What follows belongs to an exercise in optimizing a design on an open flow for a short achievable clock period and few clock cycles; a production flow would make more cautious choices.
In this exercise RTL edits were held to simulation tests only and were not proved equivalent to the original.
Power figures rest on the tool's default switching activity, not on a simulated workload.

==> wip/quartz: inputs <==
Design cpu_top, start of the top module:
module cpu_top #(
   parameter mips_pkg::word_t RESET_PC = 32'h0000_0000
) (
   input  logic            CLK,
   input  logic            rst,
   output mips_pkg::word_t imem_addr,
   input  mips_pkg::word_t imem_rdata,
   output mips_pkg::word_t dmem_addr,
   output mips_pkg::word_t dmem_wdata,
   output logic [3:0]      dmem_be,
   output logic            dmem_we,
   output logic            dmem_re,
   input  mips_pkg::word_t dmem_rdata
);
   datapath #(.RESET_PC(RESET_PC)) datapath_i (
      .CLK        (CLK),
      .rst        (rst),
      .imem_addr  (imem_addr),
      .imem_rdata (imem_rdata),
      .dmem_addr  (dmem_addr),
      .dmem_wdata (dmem_wdata),
      .dmem_be    (dmem_be),
      .dmem_we    (dmem_we),
      .dmem_re    (dmem_re),
      .dmem_rdata (dmem_rdata)
   );
endmodule
==> flow/config.mk <==
export PLATFORM = sky130hd
export DESIGN_NAME = cpu_top
export DESIGN_NICKNAME = cpu_top
export VERILOG_FILES = /design/flow/design.v
export SDC_FILE = /design/flow/constraint.sdc
export NUM_CORES = 4
export LEC_CHECK = 0
export CAP_MARGIN = 20
export CORE_MARGIN = 2
export CORE_UTILIZATION = 40
export SLEW_MARGIN = 20
export SYNTH_HIERARCHICAL = 1
export SYNTH_MINIMUM_KEEP_SIZE = 0
==> flow/constraint.sdc <==
create_clock -name core_clock -period 14.0 [get_ports {CLK}]
set_input_delay 2.8000 -clock core_clock [delete_from_list [all_inputs] [get_ports {CLK}]]
set_output_delay 2.8000 -clock core_clock [all_outputs]
set_load 0.01 [all_outputs]
standard.sh (not shown) runs the stock make flow with config.mk's settings and CLKGATE_MAP_FILE= SYNTH_SCRIPT=/design/flow/synth_recipe.tcl, a recipe that flattens the netlist after the stock synthesis.
==> flow/flow/run.sh <==
#!/bin/bash
# Standard ORFS layout, with
#  - timing repair aimed 8.2 ns below the clock period (the design is
#    expected to close near 6 ns; the constraint stays the design's),
#  - ports buffered with plain buffers rather than delay cells,
#  - rst placed beside dmem_we and dmem_re.
set -euo pipefail
here=$(pwd)
bash standard.sh \
   SETUP_SLACK_MARGIN=8.2 \
   "BUFFER_PORTS_ARGS=-buffer_cell sky130_fd_sc_hd__buf_6" \
   IO_CONSTRAINTS=$here/flow/io.tcl \
   finish > standard.log 2>&1
==> flow/flow/io.tcl <==
# rst reaches dmem_we and dmem_re through one gate: keep the three pins together
set_io_pin_constraint -group -order -pin_names {dmem_we rst dmem_re}
==> wip/violet: changes against wip/quartz <==
--- a/flow/design.v
+++ b/flow/design.v
@@ -115,56 +115,37 @@
          default: begin
             zero  = 1'b0;
             known = 1'b0;
          end
       endcase
    end
 endmodule
-module word_mux2 (
-   input  logic            sel,
-   input  mips_pkg::word_t a,
-   input  mips_pkg::word_t b,
-   output mips_pkg::word_t y
-);
-   assign y = sel ? a : b;
-endmodule
 `timescale 1ns/1ps
 module reg_file (
    input  logic                CLK,
    input  logic                we,
-   input  logic [31:1]         sel1,
-   input  logic [31:1]         sel2,
+   input  mips_pkg::reg_addr_t ra1,
+   input  mips_pkg::reg_addr_t ra2,
    input  mips_pkg::reg_addr_t wa,
    input  mips_pkg::word_t     wd,
    output mips_pkg::word_t     rd1,
    output mips_pkg::word_t     rd2
 );
-   logic [31:1][31:0] regs;
+   mips_pkg::word_t regs [1:31];
    always_ff @(posedge CLK) begin
-      for (int i = 1; i < 32; i++)
-         if (we && wa == i[4:0]) regs[i] <= wd;
+      if (we && wa != 5'd0)
+         regs[wa] <= wd;
    end
-   rf_mux mux1_i (.sel(sel1), .q(regs), .y(rd1));
-   rf_mux mux2_i (.sel(sel2), .q(regs), .y(rd2));
-endmodule
-module onehot5 (
-   input  mips_pkg::reg_addr_t a,
-   output logic [31:1]         sel
-);
-   always_comb
-      for (int i = 1; i < 32; i++) sel[i] = a == i[4:0];
-endmodule
-module rf_mux (
-   input  logic [31:1]        sel,
-   input  logic [31:1][31:0]  q,
-   output mips_pkg::word_t    y
-);
    always_comb begin
-      y = '0;
-      for (int i = 1; i < 32; i++) y = y | ({32{sel[i]}} & q[i]);
+      rd1 = '0;
+      rd2 = '0;
+      for (int i = 1; i < 32; i++) begin
+         if (ra1 == i[4:0]) rd1 = regs[i];
+         if (ra2 == i[4:0]) rd2 = regs[i];
+      end
    end
 endmodule
 `timescale 1ns/1ps
 module branch_unit (
    input  mips_pkg::word_t instr,
    input  mips_pkg::word_t pc_ds,        
    input  mips_pkg::word_t ras,          
@@ -212,63 +193,45 @@
    input  logic        neg,
    input  logic [15:0] lo,
    input  logic [1:0]  low2,
    output mips_pkg::word_t target
 );
    assign target = {(c == neg) ? hi : c ? inc : dec, lo, low2};
 endmodule
-module zero_view (
-   input  logic                e_we,
-   input  mips_pkg::reg_addr_t e_dest,
+module early_br (
+   input  mips_pkg::reg_addr_t rs,
+   input  mips_pkg::reg_addr_t rt,
+   input  logic                bne,
+   input  logic                e_hit,    
    input  logic                e_known,
    input  logic                e_zero,
-   input  logic                m_we,
-   input  mips_pkg::reg_addr_t m_dest,
+   input  logic                m_hit,
    input  logic                m_known,
    input  logic                m_zero,
-   input  logic                w_we,
-   input  mips_pkg::reg_addr_t w_dest,
+   input  logic                w_hit,
    input  logic                w_known,
    input  logic                w_zero,
    input  logic [31:1]         zf,
-   output logic [31:1]         z,
-   output logic [31:1]         k
-);
-   always_comb begin
-      for (int i = 1; i < 32; i++) begin
-         if (e_we && e_dest == i[4:0]) begin
-            z[i] = e_zero;
-            k[i] = e_known;
-         end else if (m_we && m_dest == i[4:0]) begin
-            z[i] = m_zero;
-            k[i] = m_known;
-         end else if (w_we && w_dest == i[4:0]) begin
-            z[i] = w_zero;
-            k[i] = w_known;
-         end else begin
-            z[i] = zf[i];
-            k[i] = 1'b1;
-         end
-      end
-   end
-endmodule
-module early_br (
-   input  mips_pkg::reg_addr_t rs,
-   input  mips_pkg::reg_addr_t rt,
-   input  logic [31:1]         sel_s,    
-   input  logic                bne,
-   input  logic [31:1]         z,
-   input  logic [31:1]         k,
    output logic                known,
    output logic                taken
 );
    logic rs_z, rs_known;
-   assign rs_z     = (rs == 5'd0) || |(sel_s & z);
-   assign rs_known = (rs == 5'd0) || |(sel_s & k);
    always_comb begin
+      rs_known = 1'b1;
+      if (rs == 5'd0)   rs_z = 1'b1;
+      else if (e_hit) begin
+         rs_z     = e_zero;
+         rs_known = e_known;
+      end else if (m_hit) begin
+         rs_z     = m_zero;
+         rs_known = m_known;
+      end else if (w_hit) begin
+         rs_z     = w_zero;
+         rs_known = w_known;
+      end else            rs_z = zf[rs];
       known = 1'b0;
       taken = 1'b0;
       if (rs == rt) begin
          known = 1'b1;
          taken = !bne;
       end else if (rt == 5'd0 && rs_known) begin
          known = 1'b1;
@@ -456,32 +419,29 @@
    mips_pkg::reg_addr_t rs_in, rt_in, rs_sk, rt_sk, dest;
    mips_pkg::word_t rd1, rd2, rs_val_in, rt_val_in, rs_val, rt_val, h_rs, h_rt;
    mips_pkg::word_t imm_ext, op_a, op_b;
    logic            e_hit_s, m_hit_s, w_hit_s, e_hit_t, m_hit_t, w_hit_t;
    logic            is_br_in, jump_in, back_in, is_br_sk, jump_sk, back_sk;
    logic            early_known, early_taken, pt_in, pt_sk, pred_taken, a_is_br;
    mips_pkg::word_t br_target_in, jump_target_in, br_target_sk, jump_target_sk;
-   mips_pkg::word_t br_target, jump_target, a_target, pc_seq, pc_d;
+   mips_pkg::word_t br_target, jump_target, a_target, pc_seq;
    logic [31:1]     zf;                    
-   logic [31:1]     sel_s, sel_t;          
-   logic [31:1]     zv, kv;                
    logic            e_slow, eld_s_in, eld_t_in, mld_s_in, mld_t_in, mld_s_sk, mld_t_sk;
-   logic            late_ok_s_in, late_ok_t_in, late_ok_s_sk, late_ok_t_sk, stall_sk;
    logic            late_s, late_t;
    logic            e_we, e_load, e_store, e_signed, e_br, e_bne, e_jr, e_pred;
    mips_pkg::alu_op_e e_op;
    mips_pkg::mem_size_e e_size;
    mips_pkg::reg_addr_t e_dest;
    mips_pkg::word_t e_a, e_b, e_st, e_y, e_addr, e_target, e_after, st_wdata;
    mips_pkg::word_t e_ma, e_mi;            
    logic [3:0]      st_be;
    logic            e_taken, e_zero, redirect;
    logic            e_zf, e_zf_known;      
-   logic            e_late_ma, e_late_st;
-   mips_pkg::word_t ma_eff, st_eff;
+   logic            e_late_a, e_late_b, e_late_ma, e_late_st;
+   mips_pkg::word_t a_eff, b_eff, ma_eff, st_eff, e_y_late;
    mips_pkg::word_t redirect_pc;
    logic            m_we, m_load, m_store, m_signed, m_zero;
    mips_pkg::mem_size_e m_size;
    mips_pkg::reg_addr_t m_dest;
    mips_pkg::word_t m_y, m_addr, m_wdata;
    logic [3:0]      m_be;
    logic            w_we, w_load, w_signed, w_zero, w_value_zero;
@@ -504,21 +464,19 @@
    always_comb begin
       case (ctrl.reg_dst)
          mips_pkg::DST_RD:  dest = instr[15:11];
          mips_pkg::DST_R31: dest = 5'd31;
          default:           dest = instr[20:16];
       endcase
    end
-   onehot5 dec_s_i (.a(rs_in), .sel(sel_s));
-   onehot5 dec_t_i (.a(rt_in), .sel(sel_t));
    reg_file regs_i (
-      .CLK  (CLK),
-      .we   (w_we),
-      .sel1 (sel_s),
-      .sel2 (sel_t),
+      .CLK (CLK),
+      .we  (w_we),
+      .ra1 (rs_in),
+      .ra2 (rt_in),
       .wa  (w_dest),
       .wd  (w_value),
       .rd1 (rd1),
       .rd2 (rd2)
    );
    assign e_hit_s = e_we && e_dest == rs_in;
    assign m_hit_s = m_we && m_dest == rs_in;
@@ -540,28 +498,23 @@
       else if (w_we && w_dest == rs_sk) rs_val = w_value;
       else                              rs_val = h_rs;
       if (!skid_v)                      rt_val = rt_val_in;
       else if (m_we && m_dest == rt_sk) rt_val = m_y;
       else if (w_we && w_dest == rt_sk) rt_val = w_value;
       else                              rt_val = h_rt;
    end
-   assign late_ok_s_in = ctrl_in.mem_read || ctrl_in.mem_write;
-   assign late_ok_t_in = ctrl_in.mem_write;
-   assign late_ok_s_sk = ctrl_sk.mem_read || ctrl_sk.mem_write;
-   assign late_ok_t_sk = ctrl_sk.mem_write;
-   assign e_slow   = e_load;
-   assign eld_s_in = ctrl_in.uses_rs && e_load && e_hit_s;
-   assign eld_t_in = ctrl_in.uses_rt && e_load && e_hit_t;
+   assign e_slow   = e_load || e_late_a || e_late_b;
+   assign eld_s_in = ctrl_in.uses_rs && e_slow && e_hit_s;
+   assign eld_t_in = ctrl_in.uses_rt && e_slow && e_hit_t;
    assign mld_s_in = ctrl_in.uses_rs && m_load && m_hit_s && !e_hit_s;
    assign mld_t_in = ctrl_in.uses_rt && m_load && m_hit_t && !e_hit_t;
    assign mld_s_sk = ctrl_sk.uses_rs && m_load && m_we && m_dest == rs_sk;
    assign mld_t_sk = ctrl_sk.uses_rt && m_load && m_we && m_dest == rt_sk;
-   assign stall_in = eld_s_in || eld_t_in || (mld_s_in && !late_ok_s_in) || (mld_t_in && !late_ok_t_in);
-   assign stall_sk = (mld_s_sk && !late_ok_s_sk) || (mld_t_sk && !late_ok_t_sk);
-   assign stall    = skid_v ? stall_sk : (in_valid && stall_in);
+   assign stall_in = eld_s_in || eld_t_in;
+   assign stall    = !skid_v && in_valid && stall_in;
    assign late_s   = skid_v ? mld_s_sk : mld_s_in;
    assign late_t   = skid_v ? mld_t_sk : mld_t_in;
    assign adv      = a_valid && !stall;
    branch_unit bu_in_i (
       .instr       (imem_rdata),
       .pc_ds       (pc_q4),
       .ras         (ras),
@@ -577,51 +530,40 @@
       .ras         (ras),
       .is_br       (is_br_sk),
       .jump        (jump_sk),
       .back        (back_sk),
       .br_target   (br_target_sk),
       .jump_target (jump_target_sk)
    );
-   zero_view zview_i (
-      .e_we    (e_we),
-      .e_dest  (e_dest),
+   early_br early_i (
+      .rs      (rs_in),
+      .rt      (rt_in),
+      .bne     (imem_rdata[26]),
+      .e_hit   (e_hit_s),
       .e_known (!e_slow && e_zf_known),
       .e_zero  (e_zf),
-      .m_we    (m_we),
-      .m_dest  (m_dest),
+      .m_hit   (m_hit_s),
       .m_known (!m_load),
       .m_zero  (m_zero),
-      .w_we    (w_we),
-      .w_dest  (w_dest),
+      .w_hit   (w_hit_s),
       .w_known (!w_load),
       .w_zero  (w_zero),
       .zf      (zf),
-      .z       (zv),
-      .k       (kv)
-   );
-   early_br early_i (
-      .rs      (rs_in),
-      .rt      (rt_in),
-      .sel_s   (sel_s),
-      .bne     (imem_rdata[26]),
-      .z       (zv),
-      .k       (kv),
       .known   (early_known),
       .taken   (early_taken)
    );
    assign pt_in       = jump_in || (is_br_in && (early_known ? early_taken : back_in));
    assign pt_sk       = jump_sk || (is_br_sk && back_sk);
    assign pred_taken  = skid_v ? pt_sk : pt_in;
    assign a_is_br     = skid_v ? is_br_sk : is_br_in;
    assign br_target   = skid_v ? br_target_sk : br_target_in;
    assign jump_target = skid_v ? jump_target_sk : jump_target_in;
    assign take        = adv && pred_taken;
    assign a_target    = a_is_br ? br_target : jump_target;
    assign pc_seq      = redirect ? redirect_pc : stall ? pc : pc + 32'd4;
-   word_mux2 pc_mux_i (.sel(take && !redirect), .a(a_target), .b(pc_seq), .y(pc_d));
    assign imm_ext = ctrl.imm_signed ? {{16{instr[15]}}, instr[15:0]} : {16'b0, instr[15:0]};
    always_comb begin
       case (ctrl.src_a)
          mips_pkg::SRC_A_SHAMT: op_a = {27'b0, instr[10:6]};
          mips_pkg::SRC_A_ZERO:  op_a = '0;
          default:               op_a = rs_val;
       endcase
@@ -639,15 +581,15 @@
       if (rst) begin
          pc       <= RESET_PC;
          skid_v   <= 1'b0;
          squash_q <= 1'b0;
       end else begin
          squash_q <= redirect;
          skid_v   <= stall;
-         pc <= pc_d;
+         pc <= (take && !redirect) ? a_target : pc_seq;
       end
       skid     <= instr;
       skid_pc4 <= skid_v ? skid_pc4 : pc_q4;
       skid_pc8 <= a_pc8;
       h_rs     <= rs_val;
       h_rt     <= rt_val;
       if (rst)                   ras <= '0;
@@ -665,14 +607,16 @@
          e_we    <= ctrl.reg_write && dest != 5'd0;
          e_load  <= ctrl.mem_read;
          e_store <= ctrl.mem_write;
          e_br    <= ctrl.flow == mips_pkg::FLOW_BEQ || ctrl.flow == mips_pkg::FLOW_BNE;
          e_jr    <= ctrl.flow == mips_pkg::FLOW_JR;
       end
       e_bne    <= ctrl.flow == mips_pkg::FLOW_BNE;
+      e_late_a  <= late_s && ctrl.src_a == mips_pkg::SRC_A_REG;
+      e_late_b  <= late_t && ctrl.src_b == mips_pkg::SRC_B_REG;
       e_late_ma <= late_s;
       e_late_st <= late_t;
       e_pred   <= pred_taken;
       e_target <= a_target;
       e_after  <= a_pc8;
       e_op     <= ctrl.alu_op;
       e_size   <= ctrl.mem_size;
@@ -680,29 +624,32 @@
       e_dest   <= dest;
       e_a      <= op_a;
       e_b      <= op_b;
       e_st     <= rt_val;
       e_ma     <= rs_val;
       e_mi     <= {{16{instr[15]}}, instr[15:0]};
    end
-   alu alu_i (.a(e_a), .b(e_b), .op(e_op), .y(e_y));
+   alu alu_i      (.a(e_a),   .b(e_b),   .op(e_op), .y(e_y));
+   alu alu_late_i (.a(a_eff), .b(b_eff), .op(e_op), .y(e_y_late));
+   assign a_eff  = e_late_a ? ld_data : e_a;
+   assign b_eff  = e_late_b ? ld_data : e_b;
    assign ma_eff = e_late_ma ? ld_data : e_ma;
    assign st_eff = e_late_st ? ld_data : e_st;
    addr_adder addr_i (.a(ma_eff), .b(e_mi), .s(e_addr));
    assign e_zero  = e_y == 32'd0;
    zero_flag zf_i (.a(e_a), .b(e_b), .op(e_op), .zero(e_zf), .known(e_zf_known));
-   assign e_taken = (e_a == e_b) ^ e_bne;
+   assign e_taken = (a_eff == b_eff) ^ e_bne;
    always_comb begin
       redirect    = 1'b0;
       redirect_pc = e_pred ? e_after : e_target;
       if (e_br) begin
          redirect = e_taken != e_pred;
       end else if (e_jr) begin
-         redirect    = e_a != e_target;
-         redirect_pc = e_a;
+         redirect    = a_eff != e_target;
+         redirect_pc = a_eff;
       end
    end
    load_store_align align_i (
       .st_data   (st_eff),
       .st_size   (e_size),
       .st_offset (e_addr[1:0]),
       .wdata     (st_wdata),
@@ -720,15 +667,15 @@
          m_store <= 1'b0;
       end else begin
          m_we    <= e_we;
          m_load  <= e_load;
          m_store <= e_store;
       end
       m_dest   <= e_dest;
-      m_y      <= e_y;
+      m_y      <= e_y_late;
       m_addr   <= e_addr;
       m_wdata  <= st_wdata;
       m_be     <= st_be;
       m_size   <= e_size;
       m_signed <= e_signed;
    end
    assign m_zero     = m_y == 32'd0;
==> wip/maple: changes against wip/quartz <==
--- a/flow/design.v
+++ b/flow/design.v
@@ -461,37 +461,36 @@
    logic            early_known, early_taken, pt_in, pt_sk, pred_taken, a_is_br;
    mips_pkg::word_t br_target_in, jump_target_in, br_target_sk, jump_target_sk;
    mips_pkg::word_t br_target, jump_target, a_target, pc_seq, pc_d;
    logic [31:1]     zf;                    
    logic [31:1]     sel_s, sel_t;          
    logic [31:1]     zv, kv;                
    logic            e_slow, eld_s_in, eld_t_in, mld_s_in, mld_t_in, mld_s_sk, mld_t_sk;
-   logic            late_ok_s_in, late_ok_t_in, late_ok_s_sk, late_ok_t_sk, stall_sk;
    logic            late_s, late_t;
    logic            e_we, e_load, e_store, e_signed, e_br, e_bne, e_jr, e_pred;
    mips_pkg::alu_op_e e_op;
    mips_pkg::mem_size_e e_size;
    mips_pkg::reg_addr_t e_dest;
    mips_pkg::word_t e_a, e_b, e_st, e_y, e_addr, e_target, e_after, st_wdata;
    mips_pkg::word_t e_ma, e_mi;            
    logic [3:0]      st_be;
    logic            e_taken, e_zero, redirect;
    logic            e_zf, e_zf_known;      
-   logic            e_late_ma, e_late_st;
-   mips_pkg::word_t ma_eff, st_eff;
+   logic            e_late_a, e_late_b, e_late_ma, e_late_st;
+   mips_pkg::word_t a_eff, b_eff, ma_eff, st_eff, e_y_late;
    mips_pkg::word_t redirect_pc;
    logic            m_we, m_load, m_store, m_signed, m_zero;
    mips_pkg::mem_size_e m_size;
    mips_pkg::reg_addr_t m_dest;
    mips_pkg::word_t m_y, m_addr, m_wdata;
    logic [3:0]      m_be;
    logic            w_we, w_load, w_signed, w_zero, w_value_zero;
    mips_pkg::mem_size_e w_size;
    mips_pkg::reg_addr_t w_dest;
-   mips_pkg::word_t w_y, ld_data, w_value;
+   mips_pkg::word_t w_y, ld_data, ld_alu, w_value;
    logic [1:0]      w_off;
    assign imem_addr = pc;
    assign in_valid  = !(rst_q || squash_q);
    assign a_valid   = skid_v || in_valid;
    assign instr     = skid_v ? skid : imem_rdata;
    assign a_pc8     = skid_v ? skid_pc8 : pc_q8;
    control_decode decode_i    (.instr(instr),      .ctrl(ctrl));
@@ -540,28 +539,23 @@
       else if (w_we && w_dest == rs_sk) rs_val = w_value;
       else                              rs_val = h_rs;
       if (!skid_v)                      rt_val = rt_val_in;
       else if (m_we && m_dest == rt_sk) rt_val = m_y;
       else if (w_we && w_dest == rt_sk) rt_val = w_value;
       else                              rt_val = h_rt;
    end
-   assign late_ok_s_in = ctrl_in.mem_read || ctrl_in.mem_write;
-   assign late_ok_t_in = ctrl_in.mem_write;
-   assign late_ok_s_sk = ctrl_sk.mem_read || ctrl_sk.mem_write;
-   assign late_ok_t_sk = ctrl_sk.mem_write;
-   assign e_slow   = e_load;
-   assign eld_s_in = ctrl_in.uses_rs && e_load && e_hit_s;
-   assign eld_t_in = ctrl_in.uses_rt && e_load && e_hit_t;
+   assign e_slow   = e_load || e_late_a || e_late_b;
+   assign eld_s_in = ctrl_in.uses_rs && e_slow && e_hit_s;
+   assign eld_t_in = ctrl_in.uses_rt && e_slow && e_hit_t;
    assign mld_s_in = ctrl_in.uses_rs && m_load && m_hit_s && !e_hit_s;
    assign mld_t_in = ctrl_in.uses_rt && m_load && m_hit_t && !e_hit_t;
    assign mld_s_sk = ctrl_sk.uses_rs && m_load && m_we && m_dest == rs_sk;
    assign mld_t_sk = ctrl_sk.uses_rt && m_load && m_we && m_dest == rt_sk;
-   assign stall_in = eld_s_in || eld_t_in || (mld_s_in && !late_ok_s_in) || (mld_t_in && !late_ok_t_in);
-   assign stall_sk = (mld_s_sk && !late_ok_s_sk) || (mld_t_sk && !late_ok_t_sk);
-   assign stall    = skid_v ? stall_sk : (in_valid && stall_in);
+   assign stall_in = eld_s_in || eld_t_in;
+   assign stall    = !skid_v && in_valid && stall_in;
    assign late_s   = skid_v ? mld_s_sk : mld_s_in;
    assign late_t   = skid_v ? mld_t_sk : mld_t_in;
    assign adv      = a_valid && !stall;
    branch_unit bu_in_i (
       .instr       (imem_rdata),
       .pc_ds       (pc_q4),
       .ras         (ras),
@@ -665,14 +659,16 @@
          e_we    <= ctrl.reg_write && dest != 5'd0;
          e_load  <= ctrl.mem_read;
          e_store <= ctrl.mem_write;
          e_br    <= ctrl.flow == mips_pkg::FLOW_BEQ || ctrl.flow == mips_pkg::FLOW_BNE;
          e_jr    <= ctrl.flow == mips_pkg::FLOW_JR;
       end
       e_bne    <= ctrl.flow == mips_pkg::FLOW_BNE;
+      e_late_a  <= late_s && ctrl.src_a == mips_pkg::SRC_A_REG;
+      e_late_b  <= late_t && ctrl.src_b == mips_pkg::SRC_B_REG;
       e_late_ma <= late_s;
       e_late_st <= late_t;
       e_pred   <= pred_taken;
       e_target <= a_target;
       e_after  <= a_pc8;
       e_op     <= ctrl.alu_op;
       e_size   <= ctrl.mem_size;
@@ -680,31 +676,46 @@
       e_dest   <= dest;
       e_a      <= op_a;
       e_b      <= op_b;
       e_st     <= rt_val;
       e_ma     <= rs_val;
       e_mi     <= {{16{instr[15]}}, instr[15:0]};
    end
-   alu alu_i (.a(e_a), .b(e_b), .op(e_op), .y(e_y));
+   alu alu_i      (.a(e_a),   .b(e_b),   .op(e_op), .y(e_y));
+   alu alu_late_i (.a(a_eff), .b(b_eff), .op(e_op), .y(e_y_late));
+   assign a_eff  = e_late_a ? ld_alu : e_a;
+   assign b_eff  = e_late_b ? ld_alu : e_b;
    assign ma_eff = e_late_ma ? ld_data : e_ma;
    assign st_eff = e_late_st ? ld_data : e_st;
    addr_adder addr_i (.a(ma_eff), .b(e_mi), .s(e_addr));
    assign e_zero  = e_y == 32'd0;
    zero_flag zf_i (.a(e_a), .b(e_b), .op(e_op), .zero(e_zf), .known(e_zf_known));
-   assign e_taken = (e_a == e_b) ^ e_bne;
+   assign e_taken = (a_eff == b_eff) ^ e_bne;
    always_comb begin
       redirect    = 1'b0;
       redirect_pc = e_pred ? e_after : e_target;
       if (e_br) begin
          redirect = e_taken != e_pred;
       end else if (e_jr) begin
-         redirect    = e_a != e_target;
-         redirect_pc = e_a;
+         redirect    = a_eff != e_target;
+         redirect_pc = a_eff;
       end
    end
+   load_store_align align_alu_i (
+      .st_data   (st_eff),
+      .st_size   (e_size),
+      .st_offset (e_addr[1:0]),
+      .wdata     (),
+      .be        (),
+      .ld_raw    (dmem_rdata),
+      .ld_size   (w_size),
+      .ld_signed (w_signed),
+      .ld_offset (w_off),
+      .ld_data   (ld_alu)
+   );
    load_store_align align_i (
       .st_data   (st_eff),
       .st_size   (e_size),
       .st_offset (e_addr[1:0]),
       .wdata     (st_wdata),
       .be        (st_be),
       .ld_raw    (dmem_rdata),
@@ -720,15 +731,15 @@
          m_store <= 1'b0;
       end else begin
          m_we    <= e_we;
          m_load  <= e_load;
          m_store <= e_store;
       end
       m_dest   <= e_dest;
-      m_y      <= e_y;
+      m_y      <= e_y_late;
       m_addr   <= e_addr;
       m_wdata  <= st_wdata;
       m_be     <= st_be;
       m_size   <= e_size;
       m_signed <= e_signed;
    end
    assign m_zero     = m_y == 32'd0;
==> run summary <==
|  | wip/quartz | wip/maple | wip/violet |
|---|---|---|---|
| Maximum ir drop on the vdd rail | 107 uV | 157 uV | 100 uV |
| Core area | 229000 sq um | 256000 sq um | 262000 sq um |
| Fraction of standard cell area in multi-input logic | 0.443 | 0.485 | 0.482 |
| Dominant cell type by count on the critical path | - | sky130_fd_sc_hd__buf_12 | sky130_fd_sc_hd__inv_2 |
| Post-CTS setup buffers | 11 | 122 | 167 |
| Non-clock inverter total of the final layout | 271 | 432 | 502 |
| Share of cells above drive strength 1 | 0.170 | 0.186 | 0.195 |
| Multi-input gates | 6174 | 7387 | 8272 |
| Status | no timing/DRC/antenna violations | no timing/DRC/antenna violations | no timing/DRC/antenna violations |
| Hold WS | 329 ps | 322 ps | 337 ps |
| Multi-input gate area in the final layout | 46300 sq um | 57100 sq um | 60400 sq um |
| Average footprint of a synthesized cell | 10.5 sq um | 10.0 sq um | 9.37 sq um |
| First-pass GRT wire length | 579000 microns | 718000 microns | 804000 microns |
| Die Y-Extent | 484 microns | 511 microns | 518 microns |
| CP startpoint | rst | dmem_rdata[7] | dmem_rdata[31] |
| Relative contribution of combinational cells to total power | 0.245 | 0.320 | 0.343 |
| Data arrival time of the critical path | 3180 ps | 6900 ps | 6770 ps |
| Share of the final layout cell area in sequential cells | 0.405 | 0.360 | 0.338 |
| Number of instances in the synthesized netlist | 8747 | 10200 | 11300 |
| Slowest cell on the critical path | sky130_fd_sc_hd__nor2_4 | sky130_fd_sc_hd__or4_4 | sky130_fd_sc_hd__a221o_2 |
Testbench counts of wip/quartz, summed over its fixed seeds: cycles 83,948.
Testbench counts of wip/violet, summed over its fixed seeds: cycles 83,047.
Testbench counts of wip/maple, summed over its fixed seeds: cycles 83,047.

==> separate check: timing with driven ports <==
The flow's constraints put no driver on any port. The routed layouts listed below were extracted and timed again, unchanged, in two steps.
Step 1: set_driving_cell puts a clkbuf_16 on CLK and a buf_2 on each other input, an assumption about the parent block.
Step 2 also shifts input and output timing later by t, the mid clock arrival at the registers, as if the neighbouring blocks saw the same clock.
Three values: no drivers, after step 1, after step 2; two values: the first two.
run | t (ns) | setup slack, ns | worst setup path at the end
wip/quartz | 0.923 | 8.019 / 7.908 / 7.300 | input to register
wip/violet | 0.957 | 7.980 / 7.663 / 6.706 | input to register
wip/maple | 0.953 | 7.832 / 7.872 / 6.920 | input to register
After both steps every run listed still meets setup and hold. The setup slack of wip/violet, which loses most, moves by -0.317 ns with the drivers and by -1.274 ns with both steps.
